From an optimization exercise on the open Yosys and OpenROAD flow, aimed at small area, a short achievable clock period and few clock cycles; shortcuts taken in it are not production practice. Only simulation tests tie the RTL to the original design; equivalence was not proved. Power figures rest on the tool's default switching activity, not on a simulated workload.

== job 7531 ==
==> flow/design.v (excerpt) <==
module binary_max_heap_queue (
  input  logic          clk,
  input  logic          rst_n,
  input  logic          start,
  output logic          busy,
  input  logic [39:0]   in_data,    
  output logic          out_valid,
  output logic [72:0]   out_data    
);
For scale: roughly 11000 cells after synthesis, ~2500 flip-flops, about 120 I/O pins, about 130000 sq um of cells after synthesis.
make LEC_CHECK=0 CAP_MARGIN=20 CORE_MARGIN=2 CORE_UTILIZATION=35 PLACE_DENSITY=0.5 SETUP_SLACK_MARGIN=1.0 SLEW_MARGIN=20 TNS_END_PERCENT=20 finish   # period 9.0 ns
run.sh (not shown) runs the stock make flow with config.mk's settings and CLKGATE_MAP_FILE= SYNTH_SCRIPT=/design/flow/synth_recipe.tcl, a recipe that flattens the netlist after the stock synthesis.
Testbench counts of job 7531, summed over its fixed seeds: cycles 9,287.
Modified inputs, job 9769 compared to job 7531
--- a/flow/config.mk
+++ b/flow/config.mk
@@ -9,6 +9,7 @@
 export CORE_MARGIN = 2
 export CORE_UTILIZATION = 35
+export CTS_BUF_LIST = sky130_fd_sc_hd__clkbuf_8
 export PLACE_DENSITY = 0.5
-export SETUP_SLACK_MARGIN = 1.0
+export SETUP_SLACK_MARGIN = 1.5
 export SLEW_MARGIN = 20
 export TNS_END_PERCENT = 20
Findings:
Relative to job 7531, count of cells along the worst register-to-register path increased by 43% in job 9769. Going from job 7531 to job 9769, the core utilization was found to have gone up by 2.0 points. Sum of internal, switching and leakage power was higher in job 7531 than in job 9769. Job 9769 against job 7531: number of global-route vias before repair moved up; part of the cycle the worst path needs has decreased; slew at the pin with the worst max-slew slack increased 29 ps. In the tables for job 7531 and job 9769, global-route usage reads higher with job 9769. Compared with job 7531, maximum frequency from static timing analysis in job 9769 increased by a few percent.
For job 4437, these inputs were changed with respect to job 9769:
--- a/flow/config.mk
+++ b/flow/config.mk
@@ -9,7 +9,6 @@
 export CORE_MARGIN = 2
 export CORE_UTILIZATION = 35
-export CTS_BUF_LIST = sky130_fd_sc_hd__clkbuf_8
 export PLACE_DENSITY = 0.5
-export SETUP_SLACK_MARGIN = 1.5
+export SETUP_SLACK_MARGIN = 2.0
 export SLEW_MARGIN = 20
 export TNS_END_PERCENT = 20
==> comparison <==
- Job 4437: full flow OK, the timing, design-rule and antenna checks passed
- Compared to job 9769, the routing of job 4437 uses less wire.
- Of the two values seen for capturing instance or port of the critical path, u_ctrl.xl[9]$_DFFE_PP_ was produced by job 9769 and u_ctrl.H[1811]$_DFFE_PP_ by job 4437.
- Going from job 9769 to job 4437, the met1 track demand over resource in global routing was found to have gone up by 0.41 points.
- Changes observed in job 4437 relative to job 9769: sequential portion of the cell area moved up; global-route usage -0.38 points; wire length on met2 decreased 0.76%; die area level.
- For job 4437, the launch point of the worst path was u_ctrl.cn[4]$_DFF_P_, unlike job 9769, where it was u_ctrl.gt[0]$_DFFE_PP_.
--- input diff job 4437..job 2406 ---
--- a/flow/config.mk
+++ b/flow/config.mk
@@ -9,6 +9,5 @@
 export CORE_MARGIN = 2
 export CORE_UTILIZATION = 35
+export GPL_TIMING_DRIVEN = 0
 export PLACE_DENSITY = 0.5
-export SETUP_SLACK_MARGIN = 2.0
 export SLEW_MARGIN = 20
-export TNS_END_PERCENT = 20
==> results.txt <==
Changes observed in job 2406 relative to job 4437: sequential share of layout area shows an increase of 0.58 points; layout overhead on the synthesized area shows a reduction of 1.7 points; number of placed instances, taps included shows a reduction of 1.9%; share of cells above drive strength 1 shows a reduction of 5.2 points; total track usage shows an increase of 3.4 points.
Between job 2406 and job 4437, number of setup buffers added after CTS is higher for job 4437, job 2406 comes in under that.
Comparing job 2406 against job 4437, there is no change at all in sequential cell count.
Layout checks on job 2406: not met. Flow itself completed; violations: setup timing.
Diff job 4437 -> job 2406: maximum frequency lost 18%; worst setup slack lost 1710 ps; via count of the first global-routing pass picked up an extra about 1%; number of cells traversed by the worst register-to-register path picked up an extra 7.4%.

========
## job 3074
binary_max_heap_queue, a different RTL version from the one above (not shown whole).
Size in the first run: about 12000 cells after synthesis, about 120 I/O pins.
// binary_max_heap_queue
module binary_max_heap_queue (
  input  logic          clk,
  input  logic          rst_n,
  input  logic          start,
  output logic          busy,
  input  logic [39:0]   in_data,    
  output logic          out_valid,
  output logic [72:0]   out_data    
);
export LEC_CHECK = 0
export CAP_MARGIN = 20
export CORE_MARGIN = 2
export CORE_UTILIZATION = 20
export MIN_ROUTING_LAYER = met2
export PLACE_DENSITY = 0.35
export SLEW_MARGIN = 20
create_clock -name core_clock -period 9.0 [get_ports {clk}]
Seen in the log of job 3074: GRT-0116 during 5_1_grt, after which the run never completed.
Testbench counts of job 3074, summed over its fixed seeds: cycles 8,067.
For job 6780, these inputs were changed with respect to job 3074:
- CORE_UTILIZATION: 20 -> 35
- PLACE_DENSITY: 0.35 -> 0.5
- GPL_TIMING_DRIVEN: unset -> 0
- MIN_ROUTING_LAYER: met2 -> unset
Tool error GRT-0116 stopped job 6780 during 5_1_grt; no final results.
HPWL reported at the end of detailed placement: job 6780 vs job 3074 down 15%
Delta (job 6780 minus job 3074): gate count after technology mapping did not really move, setup slack at placement went down.
diff inputs: job 6780 => job 2544
- GPL_TIMING_DRIVEN: 0 -> unset
- PLACE_DENSITY: 0.5 -> 0.3
- MIN_ROUTING_LAYER: unset -> met2
- CORE_UTILIZATION: 35 -> 16
Findings:
Seen in the log of job 6780: GRT-0116 during 5_1_grt, after which the run never completed. Job 2544 never completed; the flow aborted with a tool error in 5_1_grt. Reported for job 6780 and job 2544, mean instance size in the synthesized netlist turned out identical to the last digit. Of job 6780 and job 2544, the lower number of buffers created by CTS belongs to job 6780. In job 2544 the worst setup slack after placement turned out 4.72 ns higher than in job 6780. Against job 6780, job 2544 reports a post-place instance area that is higher. Between job 6780 and job 2544, placed wire-length estimate after detailed placement increased. As of job 2544, number of standard-cell rows in the floorplan had risen by more than a quarter compared to job 6780.

-- re-timing with driven ports --
The flow's constraints put no driver on any port. The routed layouts listed below were extracted and timed again, unchanged, in two steps. Step 1: set_driving_cell puts a clkbuf_16 on clk and a buf_2 on each other input, an assumption about the parent block. Step 2, shift: input delay + t, output delay - t, t = (earliest + latest rising clock arrival at the registers) / 2. This alone moves slack from input paths to output paths. Slacks: ideal ports / drivers / drivers and shift; pairs: ideal ports / drivers.
| run | t, ns | slack for setup (ns) | worst setup path after step 2 | clock arrival spread, ns |
|---|---|---|---|---|
| job 7531 | 1.084 | 0.875 / 0.875 / 0.875 | register to register | 0.072 / 0.072 |
| job 9769 | 1.312 | 1.194 / 1.194 / 1.194 | register to register | 0.134 / 0.133 |
| job 4437 | 1.048 | 1.215 / 1.215 / 1.215 | register to register | 0.097 / 0.097 |
| job 2406 | 1.067 | -0.496 / -0.496 / -0.496 | register to register | 0.127 / 0.127 |
